Context: an optimization exercise on an open-source flow, tuned for small area. The choices shown serve that exercise and are no tape-out recipe. In this exercise RTL edits were held to simulation tests only and were not proved equivalent to the original. Power is estimated from default activity; no workload was simulated.

`flow/design.v`:
```
package vid_pkg;
    typedef enum logic [2:0] {
        cmd_idle      = 3'b000,
        cmd_write     = 3'b001,
        cmd_read_req  = 3'b010,
        cmd_read_data = 3'b011,
        cmd_addr      = 3'b100
    } cmd_t;
    localparam logic [31:0] addr_ctrl    = 32'h0000_0000;
    localparam logic [31:0] addr_h1      = 32'h0000_0028;  
    localparam logic [31:0] addr_h2      = 32'h0000_0030;  
    localparam logic [31:0] addr_v1      = 32'h0000_0038;  
    localparam logic [31:0] addr_v2      = 32'h0000_0040;  
    localparam logic [31:0] addr_base    = 32'h0000_0048;
    localparam logic [31:0] addr_lineinc = 32'h0000_0050;
    localparam int count_w      = 13;
    localparam int div_w        = 6;   
    localparam int ctrl_en_bit  = 3;
    localparam int ctrl_div_lsb = 4;   
    localparam int fifo_depth  = 12;  
    localparam int fifo_aw     = $clog2(fifo_depth);
    localparam int fifo_thresh = 12;
    typedef struct packed {
        logic [7:0] red;
        logic [7:0] green;
        logic [7:0] blue;
    } pixel_t;
    typedef struct packed {
        logic [5:0]         spare;
        logic [count_w-1:0] hi;
        logic [count_w-1:0] lo;
    } span_t;
    typedef struct packed {
        logic [7:0] spare;
        pixel_t     pix;
    } pix_word_t;
    typedef union packed {
        span_t     span;
        pix_word_t pixel;
    } bus_word_u;
    function automatic logic count_ge(input logic [count_w-1:0] a,
                                      input logic [count_w-1:0] b);
        logic r;
        r = 1'b1;
        for (int i = 0; i < count_w; i++) begin
            r = (a[i] & ~b[i]) | (a[i] & r) | (~b[i] & r);
        end
        count_ge = r;
    endfunction
endpackage
`timescale 1ns/1ps
module bus_decode (
    input  logic               clk,
    input  logic               reset_n,
    input  vid_pkg::cmd_t               cmd_in,
    input  logic [31:0]        addr_data_in,
    output logic               en,
    output logic [vid_pkg::div_w-1:0]   pix_div,
    output logic [vid_pkg::count_w-1:0] h_size,
    output logic [vid_pkg::count_w-1:0] h_end,
    output logic [vid_pkg::count_w-1:0] hs_start,
    output logic [vid_pkg::count_w-1:0] hs_end,
    output logic [vid_pkg::count_w-1:0] v_size,
    output logic [vid_pkg::count_w-1:0] v_end,
    output logic [vid_pkg::count_w-1:0] vs_start,
    output logic [vid_pkg::count_w-1:0] vs_end,
    output logic [31:0]        base_addr,
    output logic [31:0]        line_inc,
    output logic               rd_valid,
    output vid_pkg::pixel_t             rd_pixel
);
    localparam logic [2:0] sel_ctrl = 3'd0;
    localparam logic [2:0] sel_h1   = 3'd1;
    localparam logic [2:0] sel_h2   = 3'd2;
    localparam logic [2:0] sel_v1   = 3'd3;
    localparam logic [2:0] sel_v2   = 3'd4;
    localparam logic [2:0] sel_base = 3'd5;
    localparam logic [2:0] sel_linc = 3'd6;
    localparam logic [2:0] sel_none = 3'd7;
    logic [2:0] reg_sel;
    logic [2:0] addr_sel;
    vid_pkg::bus_word_u   word;
    always_comb begin
        case (addr_data_in)
            vid_pkg::addr_ctrl:    addr_sel = sel_ctrl;
            vid_pkg::addr_h1:      addr_sel = sel_h1;
            vid_pkg::addr_h2:      addr_sel = sel_h2;
            vid_pkg::addr_v1:      addr_sel = sel_v1;
            vid_pkg::addr_v2:      addr_sel = sel_v2;
            vid_pkg::addr_base:    addr_sel = sel_base;
            vid_pkg::addr_lineinc: addr_sel = sel_linc;
            default:               addr_sel = sel_none;
        endcase
    end
    always_ff @(posedge clk or negedge reset_n) begin
        if (!reset_n) begin
            reg_sel <= sel_ctrl;
        end else if (cmd_in == vid_pkg::cmd_addr) begin
            reg_sel <= addr_sel;
        end
    end
    logic        clr;
    logic        wr;
    logic [31:0] wdata;
    always_ff @(posedge clk or negedge reset_n) begin
        if (!reset_n) begin
            clr <= 1'b1;
        end else begin
            clr <= 1'b0;
        end
    end
    assign wr    = (cmd_in == vid_pkg::cmd_write);
    assign wdata = addr_data_in & {32{!clr}};
    assign word  = wdata;
    always_ff @(posedge clk or negedge reset_n) begin
        if (!reset_n) begin
            en        <= 1'b0;
            base_addr <= '0;
        end else if (wr) begin
            if (reg_sel == sel_ctrl) begin
                en <= addr_data_in[vid_pkg::ctrl_en_bit];
            end
            if (reg_sel == sel_base) begin
                base_addr <= addr_data_in;
            end
        end
    end
    always_ff @(posedge clk) begin
        if (wr && reg_sel == sel_ctrl) begin
            pix_div <= addr_data_in[vid_pkg::ctrl_div_lsb +: vid_pkg::div_w];
        end
        if ((wr && reg_sel == sel_h1) || clr) begin
            h_size <= word.span.hi;
            h_end  <= word.span.lo;
        end
        if ((wr && reg_sel == sel_h2) || clr) begin
            hs_start <= word.span.hi;
            hs_end   <= word.span.lo;
        end
        if ((wr && reg_sel == sel_v1) || clr) begin
            v_size <= word.span.hi;
            v_end  <= word.span.lo;
        end
        if ((wr && reg_sel == sel_v2) || clr) begin
            vs_start <= word.span.hi;
            vs_end   <= word.span.lo;
        end
        if ((wr && reg_sel == sel_linc) || clr) begin
            line_inc <= wdata;
        end
    end
    assign rd_valid = (cmd_in == vid_pkg::cmd_read_data);
    assign rd_pixel = addr_data_in[23:0];
endmodule
`timescale 1ns/1ps
module scan_timing (
    input  logic               clk,
    input  logic               reset_n,
    input  logic               en,
    input  logic [vid_pkg::div_w-1:0]   pix_div,
    input  logic [vid_pkg::count_w-1:0] h_size,
    input  logic [vid_pkg::count_w-1:0] h_end,
    input  logic [vid_pkg::count_w-1:0] hs_start,
    input  logic [vid_pkg::count_w-1:0] hs_end,
    input  logic [vid_pkg::count_w-1:0] v_size,
    input  logic [vid_pkg::count_w-1:0] v_end,
    input  logic [vid_pkg::count_w-1:0] vs_start,
    input  logic [vid_pkg::count_w-1:0] vs_end,
    input  logic               above_thresh,
    output logic               pix_tick,
    output logic               visible,
    output logic               hsync_i,
    output logic               vsync_i,
    output logic               hblank_i,
    output logic               vblank_i
);
    logic [vid_pkg::div_w-1:0]   div_cnt;
    logic               running;   
    logic [vid_pkg::count_w-1:0] h_cnt;
    logic [vid_pkg::count_w-1:0] v_cnt;
    assign pix_tick = running && (div_cnt == pix_div);
    always_ff @(posedge clk or negedge reset_n) begin
        if (!reset_n) begin
            running <= 1'b0;
        end else if (!en) begin
            running <= 1'b0;
        end else if (!running) begin
            running <= above_thresh;
        end
    end
    always_ff @(posedge clk) begin
        if (!en || !running) begin
            div_cnt <= '0;
            h_cnt   <= '0;
            v_cnt   <= '0;
        end else if (pix_tick) begin
            div_cnt <= '0;
            if (h_cnt == h_end) begin
                h_cnt <= '0;
                if (v_cnt == v_end) begin
                    v_cnt <= '0;  
                end else begin
                    v_cnt <= v_cnt + 1'b1;
                end
            end else begin
                h_cnt <= h_cnt + 1'b1;
            end
        end else begin
            div_cnt <= div_cnt + 1'b1;
        end
    end
    assign hsync_i  = vid_pkg::count_ge(h_cnt, hs_start) && !vid_pkg::count_ge(h_cnt, hs_end);
    assign vsync_i  = vid_pkg::count_ge(v_cnt, vs_start) && !vid_pkg::count_ge(v_cnt, vs_end);
    assign hblank_i = vid_pkg::count_ge(h_cnt, h_size);
    assign vblank_i = vid_pkg::count_ge(v_cnt, v_size);
    assign visible  = !hblank_i && !vblank_i;
endmodule
`timescale 1ns/1ps
module fetch_engine (
    input  logic               clk,
    input  logic               reset_n,
    input  logic               en,
    input  logic [31:0]        base_addr,
    input  logic [31:0]        line_inc,
    input  logic [vid_pkg::count_w-1:0] h_size,
    input  logic [vid_pkg::count_w-1:0] v_size,
    input  logic               above_thresh,
    input  logic               rd_valid,
    output logic               req,
    output logic [31:0]        req_addr
);
    logic [vid_pkg::count_w-1:0] word_cnt;
    logic [vid_pkg::count_w-1:0] line_cnt;
    logic [31:0]        line_start;
    logic               at_line_start;  
    logic [vid_pkg::count_w-1:0] word_nxt;
    logic [vid_pkg::count_w-1:0] line_nxt;
    logic               word_last;
    logic               line_last;
    logic [29:0]        addr_inc;
    logic               outstanding;  
    logic               issue;
    assign issue     = en && !outstanding && !above_thresh;
    assign word_nxt  = word_cnt + 1'b1;
    assign line_nxt  = line_cnt + 1'b1;
    assign word_last = (word_nxt == h_size);  
    assign line_last = (line_nxt == v_size);
    assign addr_inc  = req_addr[31:2] + 30'(issue);
    always_ff @(posedge clk or negedge reset_n) begin
        if (!reset_n) begin
            outstanding <= 1'b0;
        end else if (issue) begin
            outstanding <= 1'b1;
        end else if (rd_valid) begin
            outstanding <= 1'b0;
        end
    end
    always_ff @(posedge clk or negedge reset_n) begin
        if (!reset_n) begin
            req      <= 1'b0;
            req_addr <= '0;
        end else begin
            req <= issue;
            if (issue && at_line_start) begin
                req_addr <= line_start;
            end else begin
                req_addr <= {addr_inc, req_addr[1:0]};
            end
        end
    end
    always_ff @(posedge clk) begin
        if (!en) begin
            word_cnt      <= '0;
            line_cnt      <= '0;
            line_start    <= base_addr;
            at_line_start <= 1'b1;
        end else if (issue) begin
            if (word_last) begin
                word_cnt      <= '0;
                at_line_start <= 1'b1;
                if (line_last) begin
                    line_cnt   <= '0;  
                    line_start <= base_addr;
                end else begin
                    line_cnt   <= line_nxt;
                    line_start <= line_start + line_inc;
                end
            end else begin
                word_cnt      <= word_nxt;
                at_line_start <= 1'b0;
            end
        end
    end
endmodule
`timescale 1ns/1ps
module pixel_fifo (
    input  logic   clk,
    input  logic   reset_n,
    input  logic   en,
    input  logic   rd_valid,
    input  vid_pkg::pixel_t rd_pixel,
    input  logic   pop,
    input  logic   show,     
    output vid_pkg::pixel_t head,
    output logic   full,
    output logic   empty,
    output logic   above_thresh,
    output logic   underflow
);
    localparam int depth = vid_pkg::fifo_thresh;
    logic [23:0]      mem [depth];
    logic [5:0]       wr_j;     
    logic [5:0]       rd_j;
    logic [depth-1:0] wr_sel;
    logic [depth-1:0] rd_sel;
    logic             wr_wrap;
    logic             rd_wrap;
    logic             same;
    logic             wr_en;
    logic             rd_en;
    function automatic logic [11:0] jdec(input logic [5:0] j);
        logic [11:0] d;
        d[0] = !j[0] && !j[5];
        for (int k = 1; k < 6; k++) d[k] = j[k-1] && !j[k];
        d[6] = j[5] && j[0];
        for (int k = 7; k < 12; k++) d[k] = !j[k-7] && j[k-6];
        jdec = d;
    endfunction
    assign wr_sel = jdec(wr_j);
    assign rd_sel = jdec(rd_j);
    assign wr_en = en && rd_valid;
    assign rd_en = pop && !empty;  
    always_ff @(posedge clk) begin
        if (!en) begin
            wr_j    <= '0;
            rd_j    <= '0;
            wr_wrap <= 1'b0;
            rd_wrap <= 1'b0;
        end else begin
            if (wr_en) begin
                wr_j <= {wr_j[4:0], !wr_j[5]};
                if (wr_sel[depth-1]) wr_wrap <= !wr_wrap;
            end
            if (rd_en) begin
                rd_j <= {rd_j[4:0], !rd_j[5]};
                if (rd_sel[depth-1]) rd_wrap <= !rd_wrap;
            end
        end
    end
    always_ff @(posedge clk) begin
        for (int i = 0; i < depth; i++) begin
            if (wr_en && wr_sel[i]) begin
                mem[i] <= rd_pixel;
            end
        end
    end
    logic [11:0] rs;
    logic [23:0] grp [4];
    assign rs = rd_sel & {12{show}};
    always_comb begin
        for (int g = 0; g < 4; g++) begin
            grp[g] = ({24{rs[3*g]}} & mem[3*g]) | ({24{rs[3*g+1]}} & mem[3*g+1]) | ({24{rs[3*g+2]}} & mem[3*g+2]);
        end
        head = grp[0] | grp[1] | grp[2] | grp[3];
    end
    assign same         = (wr_j == rd_j);
    assign empty        = same && (wr_wrap == rd_wrap);
    assign full         = same && (wr_wrap != rd_wrap);
    assign above_thresh = full;
    always_ff @(posedge clk or negedge reset_n) begin
        if (!reset_n) begin
            underflow <= 1'b0;
        end else if (!en) begin
            underflow <= 1'b0;
        end else if (pop && empty) begin
            underflow <= 1'b1;  
        end
    end
endmodule
`timescale 1ns/1ps
module pixel_out (
    input  logic       clk,
    input  logic       reset_n,
    input  logic       pix_tick,
    input  logic       visible,
    input  logic       hsync_i,
    input  logic       vsync_i,
    input  logic       hblank_i,
    input  logic       vblank_i,
    input  vid_pkg::pixel_t     head,
    input  logic       empty,
    input  logic       underflow,
    output logic       pop,
    output logic       show,
    output logic       hsync,
    output logic       vsync,
    output logic       hblank,
    output logic       vblank,
    output logic [7:0] red,
    output logic [7:0] green,
    output logic [7:0] blue,
    output logic       underrun
);
    assign pop  = pix_tick && visible;
    assign show = visible && !empty;
    always_ff @(posedge clk or negedge reset_n) begin
        if (!reset_n) begin
            hsync  <= 1'b0;
            vsync  <= 1'b0;
            hblank <= 1'b0;
            vblank <= 1'b0;
            red    <= '0;
            green  <= '0;
            blue   <= '0;
        end else if (pix_tick) begin
            hsync  <= hsync_i;
            vsync  <= vsync_i;
            hblank <= hblank_i;
            vblank <= vblank_i;
            red   <= head.red;
            green <= head.green;
            blue  <= head.blue;
        end
    end
    always_ff @(posedge clk or negedge reset_n) begin
        if (!reset_n) begin
            underrun <= 1'b0;
        end else begin
            underrun <= underflow;
        end
    end
endmodule
`timescale 1ns/1ps
module video_ctrl (
    input  logic        clk,
    input  logic        reset_n,
    input  vid_pkg::cmd_t        cmd_in,
    input  logic [31:0] addr_data_in,
    output logic        req,
    output logic [31:0] req_addr,
    output logic        hsync,
    output logic        vsync,
    output logic        hblank,
    output logic        vblank,
    output logic [7:0]  red,
    output logic [7:0]  green,
    output logic [7:0]  blue,
    output logic        underrun
);
    logic               en;
    logic [vid_pkg::div_w-1:0]   pix_div;
    logic [vid_pkg::count_w-1:0] h_size;
    logic [vid_pkg::count_w-1:0] h_end;
    logic [vid_pkg::count_w-1:0] hs_start;
    logic [vid_pkg::count_w-1:0] hs_end;
    logic [vid_pkg::count_w-1:0] v_size;
    logic [vid_pkg::count_w-1:0] v_end;
    logic [vid_pkg::count_w-1:0] vs_start;
    logic [vid_pkg::count_w-1:0] vs_end;
    logic [31:0]        base_addr;
    logic [31:0]        line_inc;
    logic               rd_valid;
    vid_pkg::pixel_t             rd_pixel;
    vid_pkg::pixel_t             head;
    logic               empty;
    logic               above_thresh;
    logic               underflow;
    logic               pix_tick;
    logic               visible;
    logic               hsync_i;
    logic               vsync_i;
    logic               hblank_i;
    logic               vblank_i;
    logic               pop;
    logic               show;
    bus_decode bus_decode_inst (
        .clk          (clk),
        .reset_n      (reset_n),
        .cmd_in       (cmd_in),
        .addr_data_in (addr_data_in),
        .en           (en),
        .pix_div      (pix_div),
        .h_size       (h_size),
        .h_end        (h_end),
        .hs_start     (hs_start),
        .hs_end       (hs_end),
        .v_size       (v_size),
        .v_end        (v_end),
        .vs_start     (vs_start),
        .vs_end       (vs_end),
        .base_addr    (base_addr),
        .line_inc     (line_inc),
        .rd_valid     (rd_valid),
        .rd_pixel     (rd_pixel)
    );
    scan_timing scan_timing_inst (
        .clk          (clk),
        .reset_n      (reset_n),
        .en           (en),
        .pix_div      (pix_div),
        .h_size       (h_size),
        .h_end        (h_end),
        .hs_start     (hs_start),
        .hs_end       (hs_end),
        .v_size       (v_size),
        .v_end        (v_end),
        .vs_start     (vs_start),
        .vs_end       (vs_end),
        .above_thresh (above_thresh),
        .pix_tick     (pix_tick),
        .visible      (visible),
        .hsync_i      (hsync_i),
        .vsync_i      (vsync_i),
        .hblank_i     (hblank_i),
        .vblank_i     (vblank_i)
    );
    fetch_engine fetch_engine_inst (
        .clk          (clk),
        .reset_n      (reset_n),
        .en           (en),
        .base_addr    (base_addr),
        .line_inc     (line_inc),
        .h_size       (h_size),
        .v_size       (v_size),
        .above_thresh (above_thresh),
        .rd_valid     (rd_valid),
        .req          (req),
        .req_addr     (req_addr)
    );
    pixel_fifo pixel_fifo_inst (
        .clk          (clk),
        .reset_n      (reset_n),
        .en           (en),
        .rd_valid     (rd_valid),
        .rd_pixel     (rd_pixel),
        .pop          (pop),
        .show         (show),
        .head         (head),
        .full         (),
        .empty        (empty),
        .above_thresh (above_thresh),
        .underflow    (underflow)
    );
    pixel_out pixel_out_inst (
        .clk       (clk),
        .reset_n   (reset_n),
        .pix_tick  (pix_tick),
        .visible   (visible),
        .hsync_i   (hsync_i),
        .vsync_i   (vsync_i),
        .hblank_i  (hblank_i),
        .vblank_i  (vblank_i),
        .head      (head),
        .empty     (empty),
        .underflow (underflow),
        .pop       (pop),
        .show      (show),
        .hsync     (hsync),
        .vsync     (vsync),
        .hblank    (hblank),
        .vblank    (vblank),
        .red       (red),
        .green     (green),
        .blue      (blue),
        .underrun  (underrun)
    );
endmodule
```
`flow/flow/run.sh`:
```
#!/bin/bash
# Standard ORFS layout with three changes: an area-oriented ABC mapping script,
# the smallest buffer on the I/O ports, and a clock tree with larger sink
# clusters and no dummy loads.
set -euo pipefail
S=$PWD/scripts_mod
rm -rf "$S"
cp -r "$FLOW_HOME/scripts" "$S"
cp flow/abc.script "$S/abc_speed.script"
bash standard.sh SCRIPTS_DIR="$S" \
  "BUFFER_PORTS_ARGS=-buffer_cell sky130_fd_sc_hd__buf_1" \
  "CTS_ARGS=-sink_clustering_enable -repair_clock_nets -dont_use_dummy_load -buf_list sky130_fd_sc_hd__clkbuf_8 -sink_clustering_size 16 -sink_clustering_max_diameter 100" \
  finish > standard.log 2>&1
```
`flow/flow/abc.script`:
```
strash
ifraig
scorr
dc2
strash
dch -f
&get -n
&nf -p -F 8 -A 4 -D 4500
&put
topo
buffer -c
upsize -c
dnsize -c
```
`flow/standard.sh`:
```
#!/bin/bash
# synth_recipe.tcl (not shown) runs the flow's synth.tcl, then flattens the netlist and writes it again
# the make line also repeats each setting of config.mk as NAME=value (left out here)
make -C /OpenROAD-flow-scripts/flow DESIGN_CONFIG=/design/flow/config.mk WORK_HOME=/design/flow/orfs CLKGATE_MAP_FILE= SYNTH_SCRIPT=/design/flow/synth_recipe.tcl "${@:-finish}"
```
`flow/config.mk`:
```
export PLATFORM = sky130hd
export DESIGN_NAME = video_ctrl
export DESIGN_NICKNAME = video_ctrl
export VERILOG_FILES = /design/flow/design.v
export SDC_FILE = /design/flow/constraint.sdc
export NUM_CORES = 4
export LEC_CHECK = 0
export CAP_MARGIN = 0
export CORE_MARGIN = 2
export CORE_UTILIZATION = 60
export SLEW_MARGIN = 0
```
`flow/constraint.sdc`:
```
create_clock -name core_clock -period 5.0 [get_ports {clk}]
set_input_delay 1.0000 -clock core_clock [delete_from_list [all_inputs] [get_ports {clk}]]
set_output_delay 1.0000 -clock core_clock [all_outputs]
set_load 0.01 [all_outputs]
```
==> impl_metrics.toml, run 1 <==
[global_route]
grt_pass1_vias = 16200
overflow = 0
grt_pass1_wl_um = 98600
grt_max_degree = 52
grtUsageTotal = 0.299
antenna_found_initial = 2

[status]
outcome = "complete, no violations"

[sta]
fin_crit_ns = 4.61
slew_headroom = 0.212
finalCritPeriodShare = 0.922
rsz0062_at_grt = "no"
fin_ws_ns = 0.391
worst_pin_slew_ns = 1.18
fin_hold_ws_ns = 0.403
tns_ns = 0
skew_ns = 0.0510
fmax_ghz = 0.217
drv_slew = 0
setup_viol = 0
hold_viol_final = 0

[yosys]
yosysWarnings = 7
async_flop_share = 0.160
synth_top_area_share = 0.530
synth_cell_type_count = 74
ys.flop_type = "edfxtp_1"
netlist_top_cells_count = "edfxtp_1, nor2_1, a21oi_1"
synth-edff-count = 462
synth.avg_cell_area_um2 = 13.7
post-synth-top-count-cell = "edfxtp_1"
synth_fp_nets = 1992
yosysTopAreaCell = "edfxtp_1"
synthCells = 1916
seq_area_frac_synth = 0.683
syn_area_um2 = 26200
synth-seq-cells = 637
synthTopCellsByArea = "edfxtp_1, dfrtp_1, dfxtp_1"

[route]
drtIter0Drc = 1787
routedWlPerCell_um = 25.4
highest_layer = "met5"
drtAntennaViolNets = 0
wirelength_um = 66800
vias_per_cell = 6.40
num_vias = 16800
drcViolationCount = 0
drt-met1-wl_um = 27500
drt-pass1-iter-count = 6
wl_met2_um = 31800
dr_wl_met3_um = 5330

[die]
die_w_um = 213
core_um2 = 43100
ios = 99
die_area_um2 = 45300
die_h_um = 213
initial_core_util = 0.608
rows = 76

[worst_setup_path]
critPathArrivalTime_ns = 5.09
crit_path_start_kind = "flop"
reg2regPathDepth = 23
r2r_start = "pixel_fifo_inst.wr_j[5]$_SDFFE_PN0P_"
crit_fanout = 6
critPathRequiredTime_ns = 5.48
r2r-end = "fetch_engine_inst.req_addr[30]$_DFF_PN0_"
crit_path_end_kind = "flop"
r2r_slack_ns = 0.39
critPathKind = "flop to flop"

[job]
maxCapViolCount = 0

[layout]
post-route-util = 0.654
nFillCells = 3180
drive_gt1_frac = 0.107
final_cells = 2633
stdcell_area_um2 = 28200
syn_to_final_growth_pct = 7.69
multi_input_area_um2 = 7940
seqCellArea_um2 = 17900
nets = 2124

[placement]
gp_congestion = 0.895
hpwl_um = 42200
dp.cells = 2586
placed_area_um2 = 27500
io_buffers = 98
dp_slack_ns = 0.307

[cts]
root_buffer = "clkbuf_8"
htreeDepth = 2
hold_buffers = 0
cts_num_sinks = 637
cts_inserted_buffers = 45
cts_buffer_depth = 3
clk_pin_slew_worst_paths_ns = 0.10
cts_tree = "yes"
clk-insertion-delay-late_ns = 0.67

[worst_hold_path]
hold_path_end = "pixel_out_inst.underrun$_DFF_PN0_"
hold_path_class = "flop to flop"
hold_path_depth = 0
hold_path.startpoint = "pixel_fifo_inst.underflow$_DFFE_PN0P_"

[power_and_ir_drop]
ir_drop_v = 0.000267
powerDensity_nw_per_um2 = 362
leakage_nw = 10.1
finalPower_mw = 10.2
worst max path at each step:
stage / start / slack, ns / endpoint / cells past startpoint
2_1_floorplan: cmd_in[2] / 0.80 / pixel_fifo_inst.mem[11][0]$_DFFE_PP_ / 2
3_3_place_gp: pixel_fifo_inst.rd_j[3]$_SDFFE_PN0P_ / 0.40 / fetch_engine_inst.req_addr[30]$_DFF_PN0_ / 22
3_5_place_dp: pixel_fifo_inst.rd_j[4]$_SDFFE_PN0P_ / 0.31 / fetch_engine_inst.req_addr[30]$_DFF_PN0_ / 22
4_1_cts: pixel_fifo_inst.wr_j[5]$_SDFFE_PN0P_ / 0.26 / fetch_engine_inst.req_addr[30]$_DFF_PN0_ / 23
5_1_grt: fetch_engine_inst.line_start[0]$_DFFE_PP_ / 0.0007 / fetch_engine_inst.line_start[30]$_DFFE_PP_ / 26
6_report: pixel_fifo_inst.wr_j[5]$_SDFFE_PN0P_ / 0.39 / fetch_engine_inst.req_addr[30]$_DFF_PN0_ / 23
kinds of logic after synthesis:
group,synth area share
fa+ha+maj,0.0197
xor+xnor,0.0278
buf+inv,0.0188
flops,0.683
other cells,0.000143
compound gates,0.150
simple gates,0.0834
mux,0.0166
final cells by class:
cell class | count | share of cell area
timing repair buffer | 148 | 0.0269
clock buffer | 45 | 0.0220
tap | 585 | 0.0260
multi-input combinational | 1151 | 0.282
antenna | 2 | 0.000178
inverter | 65 | 0.00888
sequential | 637 | 0.635
what timing repair did:
item / CTS / global route
gates resized for setup: 0 / 9
setup endpoints to repair: 0 / 7
buffers inserted: 0 / 0
power by group:
group	internal (mW)	total [mW]	leakage, nW	switching, mW
Sequential	6.06	6.35	6.23	0.294
Combinational	0.577	1.50	3.53	0.923
Clock	0.810	2.37	0.324	1.56
state kept, by name (all words and copies together) (netlist names), 13 cells and up:
signal,cells
bus_decode_inst.base_addr,32
bus_decode_inst.h_end,13
bus_decode_inst.h_size,13
bus_decode_inst.hs_end,13
bus_decode_inst.hs_start,13
bus_decode_inst.line_inc,32
bus_decode_inst.v_end,13
bus_decode_inst.v_size,13
bus_decode_inst.vs_end,13
bus_decode_inst.vs_start,13
fetch_engine_inst.line_cnt,13
fetch_engine_inst.line_start,32
fetch_engine_inst.req_addr,32
fetch_engine_inst.word_cnt,13
pixel_fifo_inst.mem,288
scan_timing_inst.h_cnt,13
scan_timing_inst.v_cnt,13
cell usage in the layout (no fill, tap or decap), types with 45 or more instances in the layout:
master    instances
dfrtp_1         101
inv_1            52
nand2_1          93
buf_1            97
buf_4            49
a21oi_1         112
a221oi_1         83
a22o_1           63
dfxtp_1          73
edfxtp_1        462
clkbuf_8         45
nor2_1          117
critical path: stages, from the launching register on:
cell and delay [ns]:
dfxtp_1 0.39, inv_1 0.14, o22ai_1 0.19, nor4_1 0.08, nand2_1 0.08, nor2_1 0.06
or3_4 0.37, inv_2 0.13, ha_1 0.19, ha_1 0.20, and4_1 0.25, nand4_1 0.14
nor2b_1 0.19, and3_1 0.23, and3_1 0.21, and3_1 0.19, and3_1 0.20, and3_1 0.20
and3_1 0.20, and3_1 0.19, and3_1 0.23, nand4_1 0.13, xor2_1 0.16, a21oi_1 0.08
routing by layer:
metal  up-vias  track usage
met5         -            0
met4         2        0.112
met3       130       0.0510
met2       678        0.482
met1      8392        0.411
li1       7646            -
==> inputs of run 2 (changes only) <==
==> flow/flow/abc.script (replaced) <==
strash
ifraig
scorr
dc2
strash
dch -f
&get -n
&nf -p -F 8 -A 4 -R 1000
&put
topo
buffer -c
upsize -c
dnsize -c
==> run 2 against run 1 <==
Against the previous run:
- critical path depth is 4 higher
- total power shrank 0.20%
- clock power about the same
- critical endpoint is now fetch_engine_inst.line_start[28]$_DFFE_PP_
- highest routed layer is now met4
- clock skew down 0.021 ns
- via count grew 0.40%
- final area rose by 0.25%
- global-route usage increased by 0.15 points
- sequential share of layout area is 0.15 points lower
- critical path type unchanged
- non-clock buffer count up 7
- clock-buffer cell count unchanged
==> impl_metrics.toml, run 2 <==
[status]
outcome = "complete, no violations"

[die]
die_w_um = 213
die_area_um2 = 45200
die_h_um = 213
rows = 76
initial_core_util = 0.608
ios = 99
core_um2 = 43000

[layout]
drive_gt1_frac = 0.106
largest_register = "pixel_fifo_inst.mem"
final_cell_mix = "edfxtp_1, nor2_1, a21oi_1"
final_cells = 2638
antenna_cells = 0
layout_commonest_cell = "edfxtp_1"
nets = 2131
stdcell_area_um2 = 28300
largest_reg_flops = 288
syn_to_final_growth_pct = 8.24

[route]
drtAntennaViolNets = 0
drt-pass1-iter-count = 5
drcViolationCount = 0
num_vias = 16900
wirelength_um = 67300
vias_per_cell = 6.41
routedWlPerCell_um = 25.5
drtIter0Drc = 1759

[sta]
setup_viol = 0
hold_viol_final = 0
slew_headroom = 0.0492
fin_crit_ns = 4.67
fmax_ghz = 0.214
finalCritPeriodShare = 0.934
drv_slew = 0
worst_pin_slew_ns = 1.42
skew_ns = 0.0301

[yosys]
synthTopCellsByArea = "edfxtp_1, dfrtp_1, dfxtp_1"
yosysWarnings = 7
synth-seq-cells = 637
post-synth-top-count-cell = "edfxtp_1"
synthCells = 1916
async_flop_share = 0.160
seq_area_frac_synth = 0.685
ys.flop_type = "edfxtp_1"
synth.avg_cell_area_um2 = 13.6
yosysTopAreaCell = "edfxtp_1"
synth_top_area_share = 0.531
synth_cell_type_count = 69
netlist_top_cells_count = "edfxtp_1, nor2_1, a21oi_1"
syn_area_um2 = 26100
synth_fp_nets = 1992
synth-edff-count = 462

[worst_setup_path]
critPathKind = "flop to flop"
crit_fanout = 4
crit_path_start_kind = "flop"
r2r_slack_ns = 0.33
r2r-end = "fetch_engine_inst.line_start[28]$_DFFE_PP_"
crit_slowest_cell = "edfxtp_1"
r2r_start = "fetch_engine_inst.line_start[0]$_DFFE_PP_"
crit_top_cell = "a21oi_1"
critPathArrivalTime_ns = 5.04
crit_path_end_kind = "flop"
critPathRequiredTime_ns = 5.37
slowest_delay_ns = 0.43
reg2regPathDepth = 27

[power_and_ir_drop]
leakage_nw = 10.1
powerDensity_nw_per_um2 = 361
finalPower_mw = 10.2
ir_drop_v = 0.000350

[cts]
clk_pin_slew_worst_paths_ns = 0.11
cts_buffer_depth = 3
cts_inserted_buffers = 45
clk-insertion-delay-late_ns = 0.66
cts_tree = "yes"
cts_num_sinks = 637
htreeDepth = 2
hold_buffers = 0
root_buffer = "clkbuf_8"

[placement]
hpwl_um = 43200
gp_congestion = 0.865
io_buffers = 98
placed_area_um2 = 27500
dp.cells = 2586

[worst_hold_path]
hold_path_class = "input port to asynchronous set/reset pin"

[global_route]
grt_pass1_vias = 16100
global_route.usage.met2 = 0.477
grt_pass1_wl_um = 98800
busiest_layer = "met2"
antenna_found_initial = 0
overflow = 0
grt_max_degree = 39
grt_use_met3 = 0.0409
grtUsageTotal = 0.300
gr-usage-met1 = 0.420

[job]
maxCapViolCount = 0
[run 2: cells by family (layout without fill, tap and decap cells)]
family | after synthesis | count (layout) | share of synthesized area
AO/OA/AOI/OAI | 539 | 539 | 0.148
XOR/XNOR | 83 | 83 | 0.0278
adder cells (fa/ha/maj) | 41 | 41 | 0.0197
buffers and inverters | 128 | 265 | 0.0185
flip-flops | 637 | 637 | 0.685
multiplexers | 39 | 39 | 0.0166
other | 1 | 1 | 0.000144
AND/OR/NAND/NOR | 448 | 448 | 0.0843
[run 2: metal layers]
metal  wire [um]  vias to the layer above
met5           0                        -
li1            -                     7660
met2       31400                      673
met1       28500                     8433
met4        2870                        0
met3        4650                      149
[run 2: worst max path at each step]
stage | start | end | slack, ns | cells past startpoint
6_report | fetch_engine_inst.line_start[0]$_DFFE_PP_ | fetch_engine_inst.line_start[28]$_DFFE_PP_ | 0.33 | 27
5_1_grt | fetch_engine_inst.line_start[0]$_DFFE_PP_ | fetch_engine_inst.line_start[30]$_DFFE_PP_ | -0.04 | 27
4_1_cts | fetch_engine_inst.line_start[0]$_DFFE_PP_ | fetch_engine_inst.line_start[28]$_DFFE_PP_ | 0.03 | 27
3_5_place_dp | bus_decode_inst.line_inc[1]$_DFFE_PP_ | fetch_engine_inst.line_start[31]$_DFFE_PP_ | 0.02 | 26
3_3_place_gp | bus_decode_inst.line_inc[1]$_DFFE_PP_ | fetch_engine_inst.line_start[31]$_DFFE_PP_ | 0.11 | 26
2_1_floorplan | bus_decode_inst.line_inc[1]$_DFFE_PP_ | fetch_engine_inst.line_start[31]$_DFFE_PP_ | 0.34 | 26
[run 2: area by class of cell]
type | count | area [um2]
Multi-Input combinational cell | 1151 | 7920
Clock buffer | 45 | 619
Timing Repair Buffer | 155 | 850
Tap cell | 585 | 732
Sequential cell | 637 | 17900
Inverter | 65 | 248
Fill cell | 3237 | 14700
[run 2: repair_timing]
item                                    CTS  global route
pin swaps                                 1            20
endpoints found under the setup margin    1            11
resized for setup                         0            18
buffers inserted                          0             7
gates cloned                              0             0
[run 2: critical path, delay by kind of cell (launching register included)]
family / cells / cell delay [ns]
AO/OA/AOI/OAI: 21 / 3.18
flip-flops: 1 / 0.43
adder cells (fa/ha/maj): 2 / 0.42
XOR/XNOR: 1 / 0.17
buffers and inverters: 2 / 0.13
AND/OR/NAND/NOR: 1 / 0.08
[run 2: through the flow]
step	worst slack (ns)	utilization	TNS [ns]	hold WS (ns)
global route	-0.0407	0.658	-0.0524	0.405
floorplan	0.339	-	0	0.354
detailed placement	0.0195	0.640	0	0.375
CTS	0.0319	0.655	0	0.390
global placement	0.111	0.640	0	0.364
finish	0.330	0.658	0	0.388
[run 2: report_power, final]
part           total [mW]  leakage (nW)  internal [mW]  switching, mW
logic                1.50          3.51          0.576          0.920
clock network        2.37         0.324          0.810           1.56
registers            6.33          6.23           6.06          0.278
total                10.2          10.1           7.44           2.76
==> inputs of run 3 (changes only) <==
==> flow/flow/abc.script (replaced) <==
strash
ifraig
scorr
dc2
strash
dch -f
&get -n
&nf -p -F 8 -A 4 -D 4500
&put
topo
==> run 3 against run 2 <==
Against the previous run:
- routed wire length decreased by 2.1%
- die area decreased by 1.3%
- flip-flop and latch count unchanged
- critical endpoint is now fetch_engine_inst.req_addr[30]$_DFF_PN0_
- highest routed layer is now met5
==> impl_metrics.toml, run 3 <==
[power_and_ir_drop]
powerDensity_nw_per_um2 = 362
ir_drop_v = 0.000282
leakage_nw = 9.93

[layout]
post-route-util = 0.666
largest_reg_flops = 288
stdcell_area_um2 = 28000
layout_commonest_cell = "edfxtp_1"
final_cells = 2589
nets = 2128
seqCellArea_um2 = 17900
syn_to_final_growth_pct = 8.82
multi_input_area_um2 = 7820
antenna_cells = 0
nFillCells = 3150
largest_register = "pixel_fifo_inst.mem"
drive_gt1_frac = 0.0683
final_cell_mix = "edfxtp_1, nor2_1, a21oi_1"

[global_route]
grtUsageTotal = 0.299
grt_pass1_vias = 16200
antenna_found_initial = 4
overflow = 0
grt_max_degree = 60
grt_pass1_wl_um = 98000

[route]
drt-pass1-iter-count = 5
vias_per_cell = 6.56
num_vias = 17000
drcViolationCount = 0
wirelength_um = 66000
drtAntennaViolNets = 0
routedWlPerCell_um = 25.5
drtIter0Drc = 1859

[worst_setup_path]
critPathRequiredTime_ns = 5.47
crit_chain = "xor2_1, nor4_1, nand2_1, nor2_1, or3_4, clkinv_1, ha_1, ha_1, and4_1, nand4_1, nor2b_1, and3_1, and3_1, and3_1, and3_1, and3_1, and3_1, and3_1, and3_1, nand4_1, xor2_1, a21oi_1"
crit_top_cell = "and3_1"
r2r_start = "pixel_fifo_inst.rd_j[3]$_SDFFE_PN0P_"
critPathArrivalTime_ns = 5.09
critPathKind = "flop to flop"
crit_path_end_kind = "flop"
crit_path_start_kind = "flop"
crit_slowest_cell = "dfxtp_1"
r2r_slack_ns = 0.38
slowest_delay_ns = 0.54
critPathLaunch = "pixel_fifo_inst.rd_j[3]$_SDFFE_PN0P_"
crit_fanout = 6

[sta]
slew_headroom = 0.0862
fmax_ghz = 0.216
fin_hold_ws_ns = 0.441
setup_viol = 0
finalCritPeriodShare = 0.925
hold_viol_final = 0
rsz0062_at_grt = "yes"
fin_crit_ns = 4.62
tns_ns = 0
drv_slew = 0
skew_ns = 0.0646
worst_pin_slew_ns = 1.37

[cts]
htreeDepth = 2
cts_tree = "yes"
root_buffer = "clkbuf_8"
clk_pin_slew_worst_paths_ns = 0.10
cts_buffer_depth = 3
cts_num_sinks = 637
clk-insertion-delay-late_ns = 0.69
cts_inserted_buffers = 45
hold_buffers = 0

[yosys]
synthCells = 1853
synth_mux_area_frac = 0.0168
syn_area_um2 = 25800
synth.avg_cell_area_um2 = 13.9
synthTopCellsByArea = "edfxtp_1, dfrtp_1, dfxtp_1"
synth_top_area_share = 0.538
synth_cell_type_count = 55
yosysWarnings = 7
synth-edff-count = 462
synth-simple-area-share = 0.0844
yosys.area_share.adder = 0.0200
synth-seq-cells = 637
synth_compound_area_frac = 0.147
synth_fp_nets = 1929
post-synth-top-count-cell = "edfxtp_1"
async_flop_share = 0.160
synth_top_family_by_area = "compound AO/OA/AOI/OAI gates"
yosysTopAreaCell = "edfxtp_1"
synth-xor-area-share = 0.0282
netlist_top_cells_count = "edfxtp_1, nor2_1, a21oi_1"
ys.flop_type = "edfxtp_1"
seq_area_frac_synth = 0.694

[job]
maxCapViolCount = 0

[placement]
placed_area_um2 = 27400
dp.cells = 2543
hpwl_um = 41500
io_buffers = 98
gp_congestion = 0.888

[die]
die_h_um = 211
rows = 75
ios = 99
initial_core_util = 0.612
die_area_um2 = 44600
die_w_um = 211
core_um2 = 42100

[status]
outcome = "complete, no violations"

[worst_hold_path]
hold_path_class = "input port to asynchronous set/reset pin"
run 3: changes by cell type after synthesis, sizes merged:
| cell | previous run | this run |
|---|---|---|
| inv | 60 | 0 |
| o31a | 0 | 2 |
| o21a | 15 | 16 |
| a211oi | 6 | 7 |
| clkinv | 5 | 65 |
| clkbuf | 59 | 0 |
| a21oi | 119 | 120 |
| a2111oi | 2 | 0 |
| nor3 | 41 | 39 |
| nor2 | 142 | 141 |
| buf | 4 | 0 |
run 3: critical path, delay by kind of cell (launching register included):
family	cells	cell delay, ns
AO/OA/AOI/OAI	1	0.08
AND/OR/NAND/NOR	16	3.02
buffers and inverters	1	0.11
XOR/XNOR	2	0.27
adder cells (fa/ha/maj)	2	0.44
flip-flops	1	0.54
run 3: routing by layer:
layer  share of wire  track usage
met5         0.00024            0
met4           0.022       0.0809
met3           0.081       0.0513
met2            0.47        0.467
met1            0.43        0.439
run 3: cell type report:
type,instances,share of cell area
Sequential cell,637,0.638
Multi-Input combinational cell,1151,0.279
Timing Repair Buffer,152,0.0286
Tap cell,539,0.0240
Clock buffer,45,0.0221
Inverter,65,0.00870
run 3: power by group:
group | switching [mW] | total, mW | internal, mW
Combinational | 0.898 | 1.45 | 0.551
Clock | 1.56 | 2.37 | 0.810
Sequential | 0.278 | 6.33 | 6.05
Total | 2.73 | 10.1 | 7.42
run 3: repair_timing:
item                                    CTS  global route
pin swaps                                 0             6
setup buffers                             0             1
gates resized for setup                   1            17
endpoints found under the setup margin    1            16
run 3: cell families after synthesis:
family	count (synthesis)
AOI/OAI and AO/OA	542
muxes	39
DFF	637
buffers and inverters	65
xor gates and xnor gates	83
and+or+nand+nor	445
other	1
adders and majority gates	41
run 3: final timing paths:
path / to / cells past startpoint
setup / recovery: fetch_engine_inst.req_addr[30]$_DFF_PN0_ / 22
hold / removal: pixel_out_inst.blue[4]$_DFFE_PN0P_ / 1
setup reg to reg: fetch_engine_inst.req_addr[30]$_DFF_PN0_ / 22
hold reg to reg: pixel_out_inst.underrun$_DFF_PN0_ / 0
max in group asynchronous: bus_decode_inst.clr$_DFF_PN1_ / 2
min in group core_clock: pixel_out_inst.underrun$_DFF_PN0_ / 0
run 3: stage by stage:
step / worst slack, ns / total power, mW
global placement: 0.126 / 7.84
global route: -0.0126 / 10.6
CTS: 0.0115 / 10.2
floorplan: 0.222 / 7.28
finish: 0.375 / 10.1
detailed placement: -0.0254 / 7.87
==> inputs of run 4 (changes only) <==
==> flow/flow/abc.script (replaced) <==
strash
ifraig
scorr
dc2
strash
dch -f
map -D 4500
topo
buffer -c
upsize -c
dnsize -c
==> run 4 against run 3 <==
Against the previous run:
- non-clock buffer count decreased by 2
- first-iteration DRC count fell by 4.5%
- largest cell class unchanged
- worst hold slack got worse by 0.10 ns
- synthesized cell count grew 19%
- register-to-register slack better by 0.13 ns
- still clean on timing, DRC and antenna
- setup slack better by 0.13 ns
- fmax rose by 3.0%
- synthesized area up 2.7%
- global-route usage hardly changed
- sequential share of layout area shrank 1.2 points
- critical endpoint unchanged
- combinational power decreased by 21%
- final area up 1.9%
==> impl_metrics.toml, run 4 <==
[layout]
largest_register = "pixel_fifo_inst.mem"
final_cell_mix = "edfxtp_1, nor2_1, inv_1"
post-route-util = 0.661
nets = 2422
nFillCells = 3279
syn_to_final_growth_pct = 7.99
layout_commonest_cell = "edfxtp_1"
multi_input_area_um2 = 7620
drive_gt1_frac = 0.0879
seqCellArea_um2 = 17900
antenna_cells = 0
largest_reg_flops = 288

[worst_setup_path]
crit_top_cell = "nand2_1"
crit_buf_inv = 3
r2r_slack_ns = 0.51
crit_path_start_kind = "flop"
crit_path_end_kind = "flop"
slowest_delay_ns = 0.48
critPathRequiredTime_ns = 5.56
crit_fanout = 6
critPathTopFamily = "simple AND/OR/NAND/NOR gates"
crit_slowest_cell = "dfxtp_1"
critPathKind = "flop to flop"
critPathArrivalTime_ns = 5.06

[die]
die_h_um = 214
ios = 99
initial_core_util = 0.612
die_w_um = 214
core_um2 = 43300
rows = 76
die_area_um2 = 45800

[sta]
rsz0062_at_grt = "no"
skew_ns = 0.0336
drv_slew = 0
fmax_ghz = 0.223
tns_ns = 0
finalCritPeriodShare = 0.898
fin_crit_ns = 4.49
worst_pin_slew_ns = 1.21
setup_viol = 0
hold_viol_final = 0
slew_headroom = 0.189

[power_and_ir_drop]
combPwrFrac = 0.117
internal_power_mw = 7.27
ir_drop_v = 0.000273
seqPwrFrac = 0.643
leakage_nw = 10.5
switching_power_mw = 2.62
powerDensity_nw_per_um2 = 346
switching_share = 0.265
clock_power_share = 0.241

[global_route]
overflow = 0
grt_pass1_vias = 17400
grtUsageTotal = 0.299
antenna_found_initial = 2
grt_max_degree = 65
grt_pass1_wl_um = 104000

[yosys]
synth-seq-cells = 637
synth_cell_type_count = 69
netlist_top_cells_count = "edfxtp_1, nor2_1, inv_1"
seq_area_frac_synth = 0.676
synth_fp_nets = 2285
synthTopCellsByArea = "edfxtp_1, dfrtp_1, dfxtp_1"
ys.flop_type = "edfxtp_1"
synthCells = 2209
yosysWarnings = 7
async_flop_share = 0.160
synth_top_area_share = 0.524
synth-edff-count = 462
post-synth-top-count-cell = "edfxtp_1"
yosysTopAreaCell = "edfxtp_1"
synth.avg_cell_area_um2 = 12.0
syn_area_um2 = 26500

[placement]
hpwl_um = 43700
io_buffers = 98
gp_congestion = 0.856

[route]
drtIter0Drc = 1775
drcViolationCount = 0
wirelength_um = 68300
num_vias = 18000
drt-pass1-iter-count = 5
dr_wl_met3_um = 5100
highest_layer = "met5"
drt-met1-wl_um = 28900
drtAntennaViolNets = 0
wl_met2_um = 32300
routedWlPerCell_um = 23.3
vias_per_cell = 6.16

[cts]
cts_inserted_buffers = 45
clk_pin_slew_worst_paths_ns = 0.10
root_buffer = "clkbuf_8"
hold_buffers = 0
clk-insertion-delay-late_ns = 0.66
cts_buffer_depth = 3
cts_tree = "yes"
htreeDepth = 2
cts_num_sinks = 637

[job]
maxCapViolCount = 0

[worst_hold_path]
hold_path_class = "input port to asynchronous set/reset pin"

[status]
outcome = "complete, no violations"
-- run 4: worst register-to-register path, stage by stage (launching register included) --
cell	delay [ns]
dfxtp_1	0.48
inv_1	0.14
o221ai_1	0.21
a2111oi_0	0.16
nand2_1	0.13
nand3_1	0.24
inv_2	0.13
ha_1	0.19
ha_1	0.21
nand4_1	0.13
nor2_1	0.17
nand2_1	0.07
nor2_1	0.15
nand3_1	0.20
nor4_4	0.25
nand2_1	0.16
nor4_4	0.21
nand3_1	0.13
inv_2	0.08
nand2_1	0.05
nor2_1	0.15
nand4_1	0.20
nor3_2	0.20
nand2_1	0.09
xor2_1	0.14
a21oi_1	0.12
-- run 4: path summary, 6_finish.rpt --
path	end	from	cells past startpoint
max	fetch_engine_inst.req_addr[30]$_DFF_PN0_	pixel_fifo_inst.rd_j[0]$_SDFFE_PN0P_	25
min	fetch_engine_inst.req$_DFF_PN0_	reset_n	1
max reg2reg	fetch_engine_inst.req_addr[30]$_DFF_PN0_	pixel_fifo_inst.rd_j[0]$_SDFFE_PN0P_	25
min reg2reg	pixel_out_inst.underrun$_DFF_PN0_	pixel_fifo_inst.underflow$_DFFE_PN0P_	0
max in group asynchronous	pixel_out_inst.red[4]$_DFFE_PN0P_	reset_n	2
min in group core_clock	pixel_out_inst.underrun$_DFF_PN0_	pixel_fifo_inst.underflow$_DFFE_PN0P_	0
-- run 4: power groups by stage --
stage	clock network [mW]	registers, mW	logic [mW]
3_3_place_gp	0	6.45	1.10
2_1_floorplan	0	6.47	0.645
6_report	2.38	6.36	1.15
4_1_cts	2.41	6.35	1.14
3_5_place_dp	0	6.47	1.13
5_1_grt	2.58	6.41	1.29
-- run 4: what timing repair did --
| action | CTS | global route |
|---|---|---|
| resized for setup | 0 | 9 |
| setup buffers | 0 | 0 |
| setup endpoints to repair | 0 | 5 |
-- run 4: final cells by class --
| type | instances | share of cell area |
|---|---|---|
| sequential | 637 | 0.626 |
| multi-input combinational | 1262 | 0.267 |
| inverter | 250 | 0.0328 |
| timing repair buffer | 150 | 0.0275 |
| tap | 585 | 0.0256 |
| clock buffer | 45 | 0.0217 |
-- run 4: stage by stage --
| step | hold WS, ns | area [um2] | worst slack, ns | instances | power, mW |
|---|---|---|---|---|---|
| after floorplan | 0.354 | 26500 | 0.907 | 2209 | 7.11 |
| after global placement | 0.360 | 27900 | 0.352 | 2884 | 7.55 |
| after detailed placement | 0.394 | 27900 | 0.194 | 2884 | 7.60 |
| after CTS | 0.310 | 28500 | 0.139 | 2929 | 9.89 |
| after global routing | 0.353 | 28600 | 0.00642 | 2929 | 10.3 |
| final | 0.341 | 28600 | 0.508 | 2929 | 9.89 |
-- run 4: layer usage --
layer,GRT usage,vias to the layer above
li1,-,8316
met1,0.428,8823
met2,0.484,769
met3,0.0376,137
met4,0.0956,4
met5,0,-
-- run 4: cell families (layout without fill, tap and decap cells) --
logic type / Yosys count / after routing / synth area share
compound gates: 557 / 557 / 0.143
xor+xnor: 69 / 69 / 0.0228
fa+ha+maj: 39 / 39 / 0.0187
buf+inv: 310 / 445 / 0.0440
flops: 637 / 637 / 0.676
other cells: 1 / 1 / 0.000142
simple gates: 596 / 596 / 0.0953
==> inputs of run 5 (changes only) <==
--- a/flow/flow/run.sh
+++ b/flow/flow/run.sh
@@ -1,3 +1,3 @@
 #!/bin/bash
-# Standard ORFS layout with three changes: an area-oriented ABC mapping script,
+# Standard ORFS layout with three changes: an area-oriented ABC mapping script
 # the smallest buffer on the I/O ports, and a clock tree with larger sink
==> flow/flow/abc.script (replaced) <==
strash
ifraig
scorr
dc2
strash
dch -f
&get -n
&nf -p -F 8 -A 4 -D 4500
&put
topo
--- a/flow/config.mk
+++ b/flow/config.mk
@@ -9,3 +9,3 @@
 export CORE_MARGIN = 2
-export CORE_UTILIZATION = 60
+export CORE_UTILIZATION = 65
 export SLEW_MARGIN = 0
==> run 5 against run 4 <==
Against the previous run:
- via count shrank 5.6%
- total power grew 2.7%
- final cell count shrank 12%
- setup slack lost 0.15 ns
- die area shrank 9.9%
- worst hold slack gained 0.058 ns
- critical path type unchanged
- critical endpoint unchanged
- highest routed layer unchanged
==> impl_metrics.toml, run 5 <==
[status]
outcome = "complete, no violations"

[cts]
clk_pin_slew_worst_paths_ns = 0.11
cts_num_sinks = 637
cts_buffer_depth = 3
cts_tree = "yes"
clk-insertion-delay-late_ns = 0.68
htreeDepth = 2
root_buffer = "clkbuf_8"
cts_inserted_buffers = 45
hold_buffers = 0

[power_and_ir_drop]
powerDensity_nw_per_um2 = 362
leakage_nw = 9.92
finalPower_mw = 10.2
ir_drop_v = 0.000309

[yosys]
seq_area_frac_synth = 0.694
ys.flop_type = "edfxtp_1"
yosysWarnings = 7
synth-seq-cells = 637
synthCells = 1853
synth.avg_cell_area_um2 = 13.9
async_flop_share = 0.160
synth_top_area_share = 0.538
netlist_top_cells_count = "edfxtp_1, nor2_1, a21oi_1"
synth_cell_type_count = 55
post-synth-top-count-cell = "edfxtp_1"
syn_area_um2 = 25800
synth-edff-count = 462
yosysTopAreaCell = "edfxtp_1"
synthTopCellsByArea = "edfxtp_1, dfrtp_1, dfxtp_1"
synth_fp_nets = 1929

[worst_setup_path]
slowest_delay_ns = 0.38
crit_slowest_cell = "or3_4"
critPathArrivalTime_ns = 5.20
crit_fanout = 5
critPathRequiredTime_ns = 5.56
crit_chain = "clkinv_1, buf_4, o22ai_1, nor4_1, nand2_1, nor2_1, or3_4, inv_2, ha_1, ha_1, and4_1, nand4_1, nor2b_1, and3_1, and3_1, and3_1, and3_1, and3_1, and3_1, and3_1, and3_1, nand4_1, xor2_1, a21oi_1"
crit_path_end_kind = "flop"
critPathKind = "flop to flop"
crit_path_start_kind = "flop"
crit_top_cell = "and3_1"

[sta]
worst_pin_slew_ns = 1.15
setup_viol = 0
fin_crit_ns = 4.64
tns_ns = 0
skew_ns = 0.0624
slew_headroom = 0.235
finalCritPeriodShare = 0.928
fin_hold_ws_ns = 0.400
hold_viol_final = 0
fin_ws_ns = 0.360
drv_slew = 0
fmax_ghz = 0.216

[worst_hold_path]
hold_path_class = "flop to flop"

[layout]
stdcell_area_um2 = 28000
nFillCells = 2726
final_cell_mix = "edfxtp_1, nor2_1, a21oi_1"
layout_commonest_cell = "edfxtp_1"
drive_gt1_frac = 0.0693
nets = 2126
largest_reg_flops = 288
syn_to_final_growth_pct = 8.76
largest_register = "pixel_fifo_inst.mem"
post-route-util = 0.720
final_cells = 2570

[die]
rows = 72
initial_core_util = 0.662
core_um2 = 38900
die_area_um2 = 41300
ios = 99
die_h_um = 203
die_w_um = 203

[global_route]
grt_pass1_vias = 16300
grt_max_degree = 42
grtUsageTotal = 0.315
overflow = 0
grt_pass1_wl_um = 96800
antenna_found_initial = 2

[route]
wirelength_um = 64300
drtAntennaViolNets = 0
drt-pass1-iter-count = 6
routedWlPerCell_um = 25.0
vias_per_cell = 6.63
num_vias = 17000
drtIter0Drc = 1814
drcViolationCount = 0

[placement]
dp_slack_ns = 0.00348
io_buffers = 98
dp.cells = 2517
placed_area_um2 = 27300
gp_congestion = 0.896
hpwl_um = 40500

[job]
maxCapViolCount = 0
[run 5: cell types whose count changed after synthesis, moves of 24 or more]
cell      delta
clkbuf_1    -60
a22o_1      +41
nor2b_1     +41
mux2_1      +35
a21o_1      +28
xnor2_1     +24
nand2_1     -95
and3_1      +30
inv_2       -34
nor2_1     -108
inv_1      -209
o21ai_1     -38
a22oi_1     -27
clkinv_1    +58
[run 5: power breakdown]
part / internal, mW / switching [mW]
clock: 0.810 / 1.56
combinational: 0.549 / 0.885
sequential: 6.05 / 0.296
total: 7.41 / 2.74
[run 5: cell families after synthesis]
family / Yosys count / share of synthesized area
XOR/XNOR: 83 / 0.0282
multiplexers: 39 / 0.0168
flip-flops: 637 / 0.694
AO/OA/AOI/OAI: 542 / 0.147
other: 1 / 0.000145
AND/OR/NAND/NOR: 445 / 0.0844
buffers and inverters: 65 / 0.00947
adder cells (fa/ha/maj): 41 / 0.0200
[run 5: worst max-delay path, delay by kind of cell, from the launching register on]
| family | cells | cell delay (ns) |
|---|---|---|
| adders and majority gates | 2 | 0.38 |
| buffers and inverters | 3 | 0.37 |
| DFF | 1 | 0.37 |
| xor gates and xnor gates | 1 | 0.16 |
| AOI/OAI and AO/OA | 2 | 0.30 |
| and+or+nand+nor | 16 | 2.98 |
[run 5: repair_timing]
| item | in CTS | in global routing |
|---|---|---|
| resized for setup | 1 | 21 |
| buffers inserted | 0 | 4 |
| pin swaps | 0 | 4 |
| endpoints found under the setup margin | 1 | 19 |
| cloned | 0 | 0 |
[run 5: routing by layer]
| metal | vias up | wire [um] | track usage |
|---|---|---|---|
| li1 | 7644 | - | - |
| met1 | 8560 | 27000 | 0.458 |
| met2 | 724 | 30100 | 0.489 |
| met3 | 100 | 5630 | 0.0598 |
| met4 | 2 | 1610 | 0.101 |
| met5 | - | 13 | 0 |
[run 5: final timing paths]
path	to	cells after the start	startpoint	slack [ns]
min	pixel_out_inst.underrun$_DFF_PN0_	0	pixel_fifo_inst.underflow$_DFFE_PN0P_	0.40
min in group asynchronous	pixel_out_inst.blue[2]$_DFFE_PN0P_	1	reset_n	0.42
max reg2reg	fetch_engine_inst.req_addr[30]$_DFF_PN0_	24	pixel_fifo_inst.wr_j[5]$_SDFFE_PN0P_	0.36
max	fetch_engine_inst.req_addr[30]$_DFF_PN0_	24	pixel_fifo_inst.wr_j[5]$_SDFFE_PN0P_	0.36
min reg2reg	pixel_out_inst.underrun$_DFF_PN0_	0	pixel_fifo_inst.underflow$_DFFE_PN0P_	0.40
max in group asynchronous	fetch_engine_inst.req_addr[31]$_DFF_PN0_	2	reset_n	3.54
[run 5: layout make-up]
type | instances | area (um2) | share of cell area
multi-input combinational | 1151 | 7840 | 0.280
tap | 518 | 648 | 0.0231
timing repair buffer | 150 | 787 | 0.0281
antenna | 4 | 10.0 | 0.000357
clock buffer | 45 | 619 | 0.0221
inverter | 65 | 244 | 0.00870
sequential | 637 | 17900 | 0.638
==> inputs of run 6 (changes only) <==
--- a/flow/config.mk
+++ b/flow/config.mk
@@ -9,3 +9,3 @@
 export CORE_MARGIN = 2
-export CORE_UTILIZATION = 65
+export CORE_UTILIZATION = 60
 export SLEW_MARGIN = 0
==> run 6 against run 5 <==
Against the previous run:
- fmax up 0.33%
- combinational power hardly changed
- utilization decreased by 5.5 points
- final area is essentially flat
- critical endpoint unchanged
- worst hold slack better by 0.041 ns
- non-clock buffer count rose by 2
- die area rose by 8.2%
- setup slack improved by 0.015 ns
- synthesized cell count is the same
- clock-buffer cell count did not move
- register-to-register slack better by 0.02 ns
- global-route usage fell by 1.6 points
==> impl_metrics.toml, run 6 <==
[yosys]
yosysWarnings = 7
synthTopCellsByArea = "edfxtp_1, dfrtp_1, dfxtp_1"
synthCells = 1853
seq_area_frac_synth = 0.694
netlist_top_cells_count = "edfxtp_1, nor2_1, a21oi_1"
async_flop_share = 0.160
synth_top_area_share = 0.538
syn_area_um2 = 25800
synth-edff-count = 462
synth_fp_nets = 1929
synth-seq-cells = 637
synth.avg_cell_area_um2 = 13.9
yosysTopAreaCell = "edfxtp_1"
ys.flop_type = "edfxtp_1"
post-synth-top-count-cell = "edfxtp_1"
synth_cell_type_count = 55

[cts]
clk_pin_slew_worst_paths_ns = 0.10
root_buffer = "clkbuf_8"
cts_inserted_buffers = 45
cts_tree = "yes"
cts_num_sinks = 637
hold_buffers = 0
clk-insertion-delay-late_ns = 0.69
cts_buffer_depth = 3
htreeDepth = 2

[layout]
drive_gt1_frac = 0.0683
multi_input_area_um2 = 7820
syn_to_final_growth_pct = 8.82
seqCellArea_um2 = 17900
layout_commonest_cell = "edfxtp_1"
nets = 2128
antenna_cells = 0
largest_reg_flops = 288
largest_register = "pixel_fifo_inst.mem"
nFillCells = 3150
final_cell_mix = "edfxtp_1, nor2_1, a21oi_1"
post-route-util = 0.666

[global_route]
grt_max_degree = 60
grt_pass1_vias = 16200
antenna_found_initial = 4
grtUsageTotal = 0.299
grt_pass1_wl_um = 98000
overflow = 0

[power_and_ir_drop]
clock_power_share = 0.233
combPwrFrac = 0.143
leakage_nw = 9.93
powerDensity_nw_per_um2 = 362
seqPwrFrac = 0.624
ir_drop_v = 0.000282
switching_power_mw = 2.73
switching_share = 0.269
internal_power_mw = 7.42

[placement]
io_buffers = 98
dp_slack_ns = -0.0254
hpwl_um = 41500
gp_congestion = 0.888

[die]
core_um2 = 42100
initial_core_util = 0.612
die_h_um = 211
die_area_um2 = 44600
ios = 99
die_w_um = 211
rows = 75

[route]
drt-pass1-iter-count = 5
num_vias = 17000
drtAntennaViolNets = 0
vias_per_cell = 6.56
drtIter0Drc = 1859
drcViolationCount = 0
routedWlPerCell_um = 25.5
wirelength_um = 66000

[status]
outcome = "complete, no violations"

[worst_setup_path]
crit_fanout = 6
critPathKind = "flop to flop"
r2r-end = "fetch_engine_inst.req_addr[30]$_DFF_PN0_"
critPathArrivalTime_ns = 5.09
reg2regPathDepth = 22
r2r_start = "pixel_fifo_inst.rd_j[3]$_SDFFE_PN0P_"
crit_path_end_kind = "flop"
r2r_slack_ns = 0.38
crit_path_start_kind = "flop"
critPathRequiredTime_ns = 5.47

[sta]
fin_crit_ns = 4.62
slew_headroom = 0.0862
hold_viol_final = 0
drv_slew = 0
fin_ws_ns = 0.375
finalCritPeriodShare = 0.925
tns_ns = 0
setup_viol = 0
fmax_ghz = 0.216
rsz0062_at_grt = "yes"
skew_ns = 0.0646
worst_pin_slew_ns = 1.37

[job]
maxCapViolCount = 0

[worst_hold_path]
hold_path_class = "input port to asynchronous set/reset pin"
-- run 6: cell types whose count changed in the layout (fill, tap and decap cells not counted), moves of 2 or more --
cell,before,now
and3_1,31,34
and3_4,3,0
buf_4,50,52
diode_2,4,0
o21ai_1,4,2
-- run 6: timing repair --
action,CTS,global route
pin swaps,0,6
resized for setup,1,17
endpoints found under the setup margin,1,16
buffers inserted,0,1
gates cloned,0,0
-- run 6: area by class of cell --
cell class / count / share of cell area
Sequential cell: 637 / 0.638
Multi-Input combinational cell: 1151 / 0.279
Timing Repair Buffer: 152 / 0.0286
Tap cell: 539 / 0.0240
Clock buffer: 45 / 0.0221
Inverter: 65 / 0.00870
-- run 6: stage by stage --
step	instance area, um2	instances	power [mW]	hold WS, ns
finish	28000	2589	10.1	0.441
global route	28000	2589	10.6	0.454
floorplan	25800	1853	7.28	0.354
detailed placement	27400	2543	7.87	0.422
CTS	28000	2588	10.2	0.433
global placement	27400	2543	7.84	0.413
-- run 6: worst max-delay path, stage by stage, from the launching register on --
cell and delay [ns]:
dfxtp_1 0.54, xor2_1 0.12, nor4_1 0.35, nand2_1 0.09, nor2_1 0.16, or3_4 0.19, clkinv_1 0.11, ha_1 0.22
ha_1 0.22, and4_1 0.23, nand4_1 0.14, nor2b_1 0.07, and3_1 0.20, and3_1 0.21, and3_1 0.21, and3_1 0.21
and3_1 0.21, and3_1 0.21, and3_1 0.21, and3_1 0.22, nand4_1 0.11, xor2_1 0.15, a21oi_1 0.08
-- run 6: layer usage --
metal | wire length, um | track usage | vias to the layer above
met5 | 16 | 0 | -
met4 | 1450 | 0.0809 | 2
met3 | 5370 | 0.0513 | 107
met2 | 30700 | 0.467 | 692
met1 | 28400 | 0.439 | 8530
li1 | - | - | 7643
-- run 6: logic make-up (layout without fill, tap and decap cells) --
| kind of cell | after synthesis | count (layout) | synth area share |
|---|---|---|---|
| other | 1 | 1 | 0.000145 |
| flip-flops | 637 | 637 | 0.694 |
| buffers and inverters | 65 | 262 | 0.00947 |
| XOR/XNOR | 83 | 83 | 0.0282 |
| AO/OA/AOI/OAI | 542 | 542 | 0.147 |
| AND/OR/NAND/NOR | 445 | 445 | 0.0844 |
| adder cells (fa/ha/maj) | 41 | 41 | 0.0200 |
| multiplexers | 39 | 39 | 0.0168 |
-- run 6: how the worst max path moves through the flow --
| stage | from | end |
|---|---|---|
| 2_1_floorplan | fetch_engine_inst.line_start[0]$_DFFE_PP_ | fetch_engine_inst.line_start[30]$_DFFE_PP_ |
| 3_3_place_gp | fetch_engine_inst.line_start[0]$_DFFE_PP_ | fetch_engine_inst.line_start[30]$_DFFE_PP_ |
| 3_5_place_dp | fetch_engine_inst.line_start[0]$_DFFE_PP_ | fetch_engine_inst.line_start[30]$_DFFE_PP_ |
| 4_1_cts | bus_decode_inst.line_inc[1]$_DFFE_PP_ | fetch_engine_inst.line_start[29]$_DFFE_PP_ |
| 5_1_grt | scan_timing_inst.v_cnt[2]$_SDFFE_PP0P_ | pixel_out_inst.red[7]$_DFFE_PN0P_ |
| 6_report | pixel_fifo_inst.rd_j[3]$_SDFFE_PN0P_ | fetch_engine_inst.req_addr[30]$_DFF_PN0_ |
-- run 6: power by group through the flow --
stage	clock (mW)	combinational [mW]	sequential [mW]
finish	2.37	1.45	6.33
global route	2.57	1.62	6.38
CTS	2.41	1.43	6.33
floorplan	0	0.844	6.44
global placement	0	1.40	6.43
detailed placement	0	1.42	6.45
==> inputs of run 7 (changes only) <==
--- a/flow/flow/run.sh
+++ b/flow/flow/run.sh
@@ -12,2 +12,2 @@
   "CTS_ARGS=-sink_clustering_enable -repair_clock_nets -dont_use_dummy_load -buf_list sky130_fd_sc_hd__clkbuf_8 -sink_clustering_size 16 -sink_clustering_max_diameter 100" \
-  finish > standard.log 2>&1
+  RECOVER_POWER=100 finish > standard.log 2>&1
==> run 7 against run 6 <==
Against the previous run:
- now fails the layout checks on capacitance limit, slew limit
- global-route usage unchanged
- clock-buffer cell count unchanged
- non-clock buffer count unchanged
- clock skew increased by 0.0030 ns
- utilization decreased by 0.36 points
==> impl_metrics.toml, run 7 <==
[power_and_ir_drop]
ir_drop_v = 0.000283

[yosys]
synth_cell_type_count = 55
synth-edff-count = 462
post-synth-top-count-cell = "edfxtp_1"
synth_top_area_share = 0.538
synthTopCellsByArea = "edfxtp_1, dfrtp_1, dfxtp_1"
synth.avg_cell_area_um2 = 13.9
synth_fp_nets = 1929
yosysTopAreaCell = "edfxtp_1"

[job]
maxCapViolCount = 11

[sta]
hold_viol_final = 0
rsz0062_at_grt = "yes"
setup_viol = 0
worst_pin_slew_ns = 3.35
drv_slew = 289
fin_crit_ns = 4.63

[layout]
layout_commonest_cell = "edfxtp_1"
largest_reg_flops = 288
nFillCells = 3187
multi_input_area_um2 = 7790
stdcell_area_um2 = 27900
antenna_cells = 0
nets = 2128

[global_route]
antenna_found_initial = 4
grtUsageTotal = 0.299
grt_pass1_vias = 16200
grt_pass1_wl_um = 98000

[placement]
gp_congestion = 0.888
io_buffers = 98
placed_area_um2 = 27400

[die]
core_um2 = 42100
die_h_um = 211
die_area_um2 = 44600
rows = 75
die_w_um = 211

[route]
drtIter0Drc = 1840
highest_layer = "met5"
drt-met1-wl_um = 28300
routedWlPerCell_um = 25.4

[worst_hold_path]
hold_path_end = "pixel_out_inst.underrun$_DFF_PN0_"
hold_path_depth = 0

[cts]
cts_num_sinks = 637
cts_buffer_depth = 3
cts_inserted_buffers = 45
root_buffer = "clkbuf_8"

[worst_setup_path]
critPathKind = "flop to flop"
crit_fanout = 4

[status]
outcome = "failed layout checks"
failed_checks = "capacitance limit, slew limit"
## run 7: changes by cell type in the layout (fill, tap and decap cells not counted), sizes merged
cell,delta
buf,-56
clkbuf,+56
## run 7: cells by family after synthesis
group | Yosys count | synth area share
and+or+nand+nor | 445 | 0.0844
other | 1 | 0.000145
muxes | 39 | 0.0168
buffers and inverters | 65 | 0.00947
DFF | 637 | 0.694
AOI/OAI and AO/OA | 542 | 0.147
adders and majority gates | 41 | 0.0200
xor gates and xnor gates | 83 | 0.0282
## run 7: how the worst max path moves through the flow
| stage | to | cells after the start | start |
|---|---|---|---|
| 2_1_floorplan | fetch_engine_inst.line_start[30]$_DFFE_PP_ | 26 | fetch_engine_inst.line_start[0]$_DFFE_PP_ |
| 3_3_place_gp | fetch_engine_inst.line_start[30]$_DFFE_PP_ | 26 | fetch_engine_inst.line_start[0]$_DFFE_PP_ |
| 3_5_place_dp | fetch_engine_inst.line_start[30]$_DFFE_PP_ | 26 | fetch_engine_inst.line_start[0]$_DFFE_PP_ |
| 4_1_cts | fetch_engine_inst.line_start[29]$_DFFE_PP_ | 24 | bus_decode_inst.line_inc[1]$_DFFE_PP_ |
| 5_1_grt | fetch_engine_inst.line_start[28]$_DFFE_PP_ | 26 | fetch_engine_inst.line_start[0]$_DFFE_PP_ |
| 6_report | fetch_engine_inst.line_start[28]$_DFFE_PP_ | 26 | fetch_engine_inst.line_start[0]$_DFFE_PP_ |
## run 7: final cells by class
cell class / instances / area share
clock buffers: 45 / 0.0222
multi-input cells: 1151 / 0.279
flip-flops and latches: 637 / 0.641
inverters: 65 / 0.00875
well taps: 539 / 0.0242
repair buffers: 152 / 0.0244
## run 7: critical path, cell delays in order (launching register included)
cell and delay (ns):
edfxtp_1 0.36, ha_1 0.17, clkinv_1 0.09, fa_1 0.46, clkinv_1 0.06, a21oi_1 0.07
o21ai_2 0.15, a21oi_1 0.09, o21ai_1 0.16, a21oi_1 0.09, o21bai_1 0.16, a21oi_1 0.09
o21bai_1 0.16, a21oi_1 0.09, o21bai_1 0.17, a21oi_1 0.09, o21bai_1 0.18, a21o_1 0.15
a21oi_1 0.09, o21a_1 0.22, o21ai_1 0.18, a31oi_1 0.17, o21ai_2 0.22, a31oi_2 0.16
o21ai_0 0.26, xnor2_1 0.15, a21oi_1 0.08
## run 7: metrics by stage
stage               worst slack [ns]  cells  power [mW]
finish                         0.374   2589        10.1
global placement               0.126   2543        7.84
global route                 -0.0392   2589        10.6
detailed placement           -0.0254   2543        7.87
CTS                           0.0115   2588        10.2
floorplan                      0.222   1853        7.28
## run 7: layer usage
| layer | track usage | vias up |
|---|---|---|
| li1 | - | 7642 |
| met1 | 0.439 | 8443 |
| met2 | 0.467 | 669 |
| met3 | 0.0513 | 107 |
| met4 | 0.0809 | 2 |
| met5 | 0 | - |
## run 7: report_power, final
group | internal [mW] | leakage [nW] | switching (mW)
Sequential | 6.06 | 6.23 | 0.277
Combinational | 0.538 | 3.27 | 0.893
Clock | 0.809 | 0.324 | 1.56
## run 7: timing repair
action,4_1_cts,5_1_grt
setup endpoints to repair,1,16
resized for setup,1,17
hold buffers,0,0
pin swaps,0,6
buffers inserted,0,1

Setup slack of run 7, layout unchanged: 0.374 ns with ideal ports, 0.374 ns with driving cells assumed (clock clkbuf_16, inputs buf_2), 0.374 ns with port delays also shifted by the 0.708 ns mid clock arrival.
